From an optimization exercise on the open Yosys and OpenROAD flow, aimed at small area, a short achievable clock period and few clock cycles; shortcuts taken in it are not production practice.
At most, simulation tests tie the RTL to the original design; equivalence was not proved.
Power is estimated from default activity; no workload was simulated.

// multicycle_datapath
module multicycle_datapath #(
    parameter int              XLEN     = 32,
    parameter int              NREG     = 32,
    parameter logic [XLEN-1:0] RESET_PC = '0
) (
    input  logic            clk,
    input  logic            reset,
    output logic            mem_req,
    output logic            mem_we,
    output logic [XLEN-1:0] mem_addr,
    output logic [XLEN-1:0] mem_wdata,
    input  logic            mem_ready,
    input  logic [XLEN-1:0] mem_rdata,
    output logic [XLEN-1:0] pc_out,
    output logic            retire,
    output logic            halted,
    output logic            illegal
);
For scale: roughly 140 I/O pins, ~68000 µm² of cells after synthesis.
==> flow/config.mk <==
export PLATFORM = sky130hd
export DESIGN_NAME = multicycle_datapath
export DESIGN_NICKNAME = multicycle_datapath
export VERILOG_FILES = /design/flow/design.v
export SDC_FILE = /design/flow/constraint.sdc
export NUM_CORES = 4
export LEC_CHECK = 0
export CAP_MARGIN = 20
export CORE_MARGIN = 2
export CORE_UTILIZATION = 50
export PLACE_DENSITY = 0.6
export SETUP_SLACK_MARGIN = 3
export SLEW_MARGIN = 20
export TNS_END_PERCENT = 100
==> flow/constraint.sdc <==
create_clock -name core_clock -period 8.0 [get_ports {clk}]
set_input_delay 1.6000 -clock core_clock [delete_from_list [all_inputs] [get_ports {clk}]]
set_output_delay 1.6000 -clock core_clock [all_outputs]
set_load 0.01 [all_outputs]
run.sh (not shown) runs the stock make flow with config.mk's settings and CLKGATE_MAP_FILE= SYNTH_SCRIPT=/design/flow/synth_recipe.tcl, a recipe that flattens the netlist after the stock synthesis.
Change:
--- a/flow/design.v
+++ b/flow/design.v
@@ -69,17 +69,17 @@
     localparam int RW = $clog2(NREG);
     logic            started_q;               
     logic            fpend_q;                 
     logic            rpend_q;                 
     logic [XLEN-1:1] pc_f_q;                  
     logic            d_valid_q, d_pred_q;
     logic [31:0]     d_ir_q;
-    logic [XLEN-1:1] d_pc_q;
     logic            e_valid_q;
-    logic [XLEN-1:1] e_pc_q, e_alt_q;
+    logic [XLEN-1:1] e_pc_q;                  
+    logic [XLEN-1:1] e_pc4, e_pcb, e_npc, e_alt;
     logic [XLEN-1:0] e_a_q, e_b_q;
     logic [11:0]     e_imm_q;
     logic [4:0]      e_rd_q, e_rs1_q, e_rs2_q;
     logic            e_use_imm_q, e_sub_q, e_and_q, e_or_q, e_slt_q;
     logic            e_wb_q, e_ld_q, e_st_q, e_br_q, e_pred_q, e_halt_q, e_ill_q;
     logic            m_valid_q, m_we_q;
     logic [XLEN-1:2] m_addr_q;
@@ -95,14 +95,18 @@
         .and_i (e_and_q),
         .or_i  (e_or_q),
         .slt_i (e_slt_q),
         .a_i   (e_a_q),
         .b_i   (alu_b),
         .y_o   (alu_y)
     );
+    assign e_pc4     = e_pc_q + 1'b1 + 1'b1;
+    assign e_pcb     = e_pc_q + {{(XLEN-13){e_imm_q[11]}}, e_imm_q};
+    assign e_npc     = (e_br_q && e_eq) ? e_pcb : e_pc4;
+    assign e_alt     = rpend_q ? e_pc_q : e_pred_q ? e_pc4 : e_pcb;
     assign e_mem     = e_ld_q | e_st_q;
     assign e_eq      = e_a_q == e_b_q;
     assign e_mis     = e_mem && (e_a_q[1:0] + e_imm_q[1:0]) != 2'b00;
     assign halt_now  = e_valid_q && !m_valid_q && !fpend_q && (e_halt_q || e_mis);
     assign e_done    = e_valid_q && !m_valid_q && !e_halt_q && !e_mis;
     assign e_misp    = e_done && e_br_q && (e_eq != e_pred_q);
     assign e_takes_d = !m_valid_q && (!e_valid_q || e_done);
@@ -137,63 +141,67 @@
     assign d_legal  = is_legal(d_opc, d_f3, d_f7);
     assign d_is_r   = d_opc == OP_R;
     assign d_is_i   = d_opc == OP_I;
     assign d_is_ld  = d_opc == OP_LOAD;
     assign d_is_st  = d_opc == OP_STORE;
     assign d_is_br  = d_opc == OP_BRANCH;
     assign d_is_sys = d_opc == OP_SYSTEM;
-    assign d_a = d_rs1 == '0 ? '0 :
-                 (e_valid_q && e_wb_q && e_rd_q == d_rs1) ? alu_y :
-                 rv_q[d_rs1] ? regs_q[d_rs1] : '0;
-    assign d_b = d_rs2 == '0 ? '0 :
-                 (e_valid_q && e_wb_q && e_rd_q == d_rs2) ? alu_y :
-                 rv_q[d_rs2] ? regs_q[d_rs2] : '0;
+    logic [XLEN-1:0] rf_a, rf_b;
+    always_comb begin
+        rf_a = '0;
+        rf_b = '0;
+        for (int i = 1; i < NREG; i++) begin
+            rf_a = rf_a | ({XLEN{d_rs1 == i[4:0] && rv_q[i]}} & regs_q[i]);
+            rf_b = rf_b | ({XLEN{d_rs2 == i[4:0] && rv_q[i]}} & regs_q[i]);
+        end
+    end
+    assign d_a = (e_valid_q && e_wb_q && e_rd_q == d_rs1) ? alu_y : rf_a;
+    assign d_b = (e_valid_q && e_wb_q && e_rd_q == d_rs2) ? alu_y : rf_b;
     assign mem_req   = m_valid_q || f_req;
     assign mem_we    = m_act && m_we_q;
     assign mem_addr  = m_act ? {m_addr_q, 2'b00} : {pc_f_q, 1'b0};
     assign mem_wdata = m_wdata_q;
     assign pc_out    = {e_pc_q, 1'b0};
     assign retire    = e_done;
     assign halted    = halt_now;
     assign illegal   = halt_now && (e_ill_q || e_mis);
     always_ff @(posedge clk or negedge reset) begin
         if (!reset) begin
             started_q <= 1'b0;
             fpend_q   <= 1'b0;
             rpend_q   <= 1'b0;
             pc_f_q    <= RESET_PC[XLEN-1:1];
+            e_pc_q    <= RESET_PC[XLEN-1:1];
             d_valid_q <= 1'b0;
             e_valid_q <= 1'b0;
             m_valid_q <= 1'b0;
         end else begin
             started_q <= 1'b1;
             fpend_q   <= f_req && !mem_ready;
             rpend_q   <= redirect && !f_acc;
             if (f_acc)
-                pc_f_q <= redirect ? e_alt_q : w_pred ? {pc_f_q[XLEN-1:13], w_lo[11:0]} : pc_f4;
+                pc_f_q <= redirect ? e_alt : w_pred ? {pc_f_q[XLEN-1:13], w_lo[11:0]} : pc_f4;
             if (f_acc && !redirect)    d_valid_q <= 1'b1;
             else if (e_misp || e_takes_d) d_valid_q <= 1'b0;
             if (e_misp)                e_valid_q <= 1'b0;
             else if (e_takes_d)        e_valid_q <= d_valid_q;
+            if (e_done)                e_pc_q <= e_npc;
             if (m_valid_q)             m_valid_q <= !(m_act && mem_ready);
             else if (e_done && e_mem)  m_valid_q <= 1'b1;
         end
     end
     always_ff @(posedge clk) begin
         if (f_acc && !redirect) begin
             d_ir_q   <= w;
-            d_pc_q   <= pc_f_q;
             d_pred_q <= w_pred;
         end
-        if (!e_misp && e_takes_d && d_valid_q) begin
-            e_pc_q      <= d_pc_q;
-            e_alt_q     <= d_pred_q ? d_pc_q + 1'b1 + 1'b1 : d_pc_q + d_immb[XLEN-1:1];
+        if (e_takes_d && d_valid_q) begin
             e_a_q       <= d_a;
             e_b_q       <= d_b;
-            e_imm_q     <= d_is_st ? {d_f7, d_rd} : d_ir_q[31:20];
+            e_imm_q     <= d_is_st ? {d_f7, d_rd} : d_is_br ? d_immb[12:1] : d_ir_q[31:20];
             e_rd_q      <= d_rd;
             e_rs1_q     <= d_rs1;
             e_rs2_q     <= d_rs2;
             e_use_imm_q <= !(d_is_r || d_is_br);
             e_sub_q     <= d_is_r && (d_f7 == F7_SUB || d_f3 == F3_SLT);
             e_and_q     <= (d_is_r || d_is_i) && d_f3 == F3_AND;
             e_or_q      <= (d_is_r || d_is_i) && d_f3 == F3_OR;
Result:
- first-iteration DRC count goes up by well over a third
- final cell count goes up by roughly a tenth
- sequential share of layout area came out higher by 0.68 points
- die area goes down by a little under a tenth
- via count went up by a quarter to a third
- total power came out lower by about a fifth
- wire length went up by well over a third
- core utilization is higher by 1.1 points
- register-to-register slack improves by 30 ps
- critical path depth is lower by 2
- non-clock buffer count rises by 91
- fmax is lower slightly
- global-route usage rises by 17 points
- cell area is lower by a few percent
No functional check of the RTL was part of any run of this note.

* * *

multicycle_datapath, a different RTL version from the one above (not shown whole).
Size in the first run: about 5100 cells after synthesis, about 140 I/O pins, roughly 64000 um^2 of cells after synthesis.
make LEC_CHECK=0 CAP_MARGIN=20 CORE_MARGIN=2 CORE_UTILIZATION=35 CTS_CLUSTER_DIAMETER=60 CTS_CLUSTER_SIZE=25 PLACE_DENSITY=0.45 SETUP_SLACK_MARGIN=5 SLEW_MARGIN=20 TNS_END_PERCENT=5 finish   # period 8.0 ns
Testbench counts at the start, summed over its fixed seeds: cycles 45,162.
Rerun with:
--- a/flow/design.v
+++ b/flow/design.v
@@ -102,18 +102,16 @@
         endcase
     endfunction
     localparam int RW = $clog2(NREG);
     logic            req_q, reqm_q, we_q;     
     logic            rpend_q;                 
     logic [XLEN-1:1] pc_f_q;                  
     logic            d_valid_q, d_pred_q;
     logic [31:0]     d_ir_q;
-    logic [3:0]      d_s1h_q, d_s2h_q;        
-    logic [7:0]      d_s1l_q, d_s2l_q;        
     logic            e_valid_q;
     logic [XLEN-1:1] e_pc_q;                  
     logic [XLEN-1:0] e_a_q, e_b_q;
     logic [11:0]     e_imm_q;                 
     logic [4:0]      e_rd_q, e_rs1_q, e_rs2_q;
     logic            e_sel_imm_q, e_fwd_a_q, e_fwd_b_q;
     logic            e_sub_q, e_and_q, e_or_q, e_slt_q;
     logic            e_wb_q, e_ld_q, e_st_q, e_br_q, e_pred_q, e_halt_q, e_ill_q;
@@ -209,18 +207,18 @@
     assign d_is_st  = d_opc == OP_STORE;
     assign d_is_br  = d_opc == OP_BRANCH;
     assign d_is_sys = d_opc == OP_SYSTEM;
     logic [XLEN-1:0] rf_a, rf_b;
     always_comb begin
         rf_a = '0;
         rf_b = '0;
         for (int i = 1; i < NREG; i++) begin
-            rf_a = rf_a | ({XLEN{d_s1h_q[i/8] && d_s1l_q[i%8]}} & regs_q[i]);
-            rf_b = rf_b | ({XLEN{d_s2h_q[i/8] && d_s2l_q[i%8]}} & regs_q[i]);
+            rf_a = rf_a | ({XLEN{d_rs1 == i[4:0]}} & regs_q[i]);
+            rf_b = rf_b | ({XLEN{d_rs2 == i[4:0]}} & regs_q[i]);
         end
     end
     assign d_a = (w_we_q && w_rd_q == d_rs1) ? w_q : rf_a;
     assign d_b = (w_we_q && w_rd_q == d_rs2) ? w_q : rf_b;
     assign mem_req   = req_q;
     assign mem_we    = we_q;
     assign mem_addr  = reqm_q ? {m_addr_q, 2'b00} : {pc_f_q, 1'b0};
     assign mem_wdata = m_wdata_q;
@@ -269,24 +267,16 @@
         end
     end
     always_ff @(posedge clk) begin
         pc_out_q <= e_pc_q;
         w_q      <= alu_y;
         w_rd_q   <= e_rd_q;
         if (d_load) begin
             d_ir_q   <= w;
-            for (int j = 0; j < 4; j++) begin
-                d_s1h_q[j] <= w[19:18] == j[1:0];
-                d_s2h_q[j] <= w[24:23] == j[1:0];
-            end
-            for (int j = 0; j < 8; j++) begin
-                d_s1l_q[j] <= w[17:15] == j[2:0];
-                d_s2l_q[j] <= w[22:20] == j[2:0];
-            end
             d_pred_q <= w_pred;
         end
         if (e_takes_d && d_valid_q) begin
             e_a_q       <= d_a;
             e_b_q       <= d_b;
             e_imm_q     <= d_is_st ? {d_f7, d_rd} : d_is_br ? d_immb[12:1] : d_ir_q[31:20];
             e_rd_q      <= d_rd;
             e_rs1_q     <= d_rs1;
Routed wire length grows by 2.9%.
Via count goes up by about 0.8%.
Clock power falls by 12%.
Worst setup slack gets better by 0.22 ns.
Final cell count is higher by 0.51%.
Die area falls by about 1.9%.
Hold slack is better by 0.020 ns.
Critical path depth is higher by 6.
Fmax rises by about 6%.
Testbench counts after the change, summed over its fixed seeds: cycles 45,162.

==> separate check: timing with driven ports <==
How much do the figures lean on ideal ports? The routed layouts below were timed once more, with nothing changed but the port constraints.
Step 1, drivers: a clkbuf_16 drives clk and a buf_2 each remaining input, both assumed.
Step 2 also shifts input and output timing later by t, the mid clock arrival at the registers, as if the neighbouring blocks saw the same clock.
a / b / c = ideal / step 1 / step 2; a / b = the first two.
run	t (ns)	slack for setup (ns)	latest minus earliest clock arrival (ns)
the first run of note 1	0.873	3.059 / 2.992 / 2.508	0.033 / 0.033
the second run of note 1	0.872	3.016 / 2.942 / 2.408	0.039 / 0.038
the first run of note 2	0.906	3.929 / 3.929 / 3.436	0.052 / 0.052
the second run of note 2	0.873	4.149 / 4.149 / 3.579	0.052 / 0.051
After both steps every run listed still meets setup and hold. For the second run of note 1, which loses most, drivers alone change the setup slack by -0.074 ns; drivers and shift together by -0.608 ns.
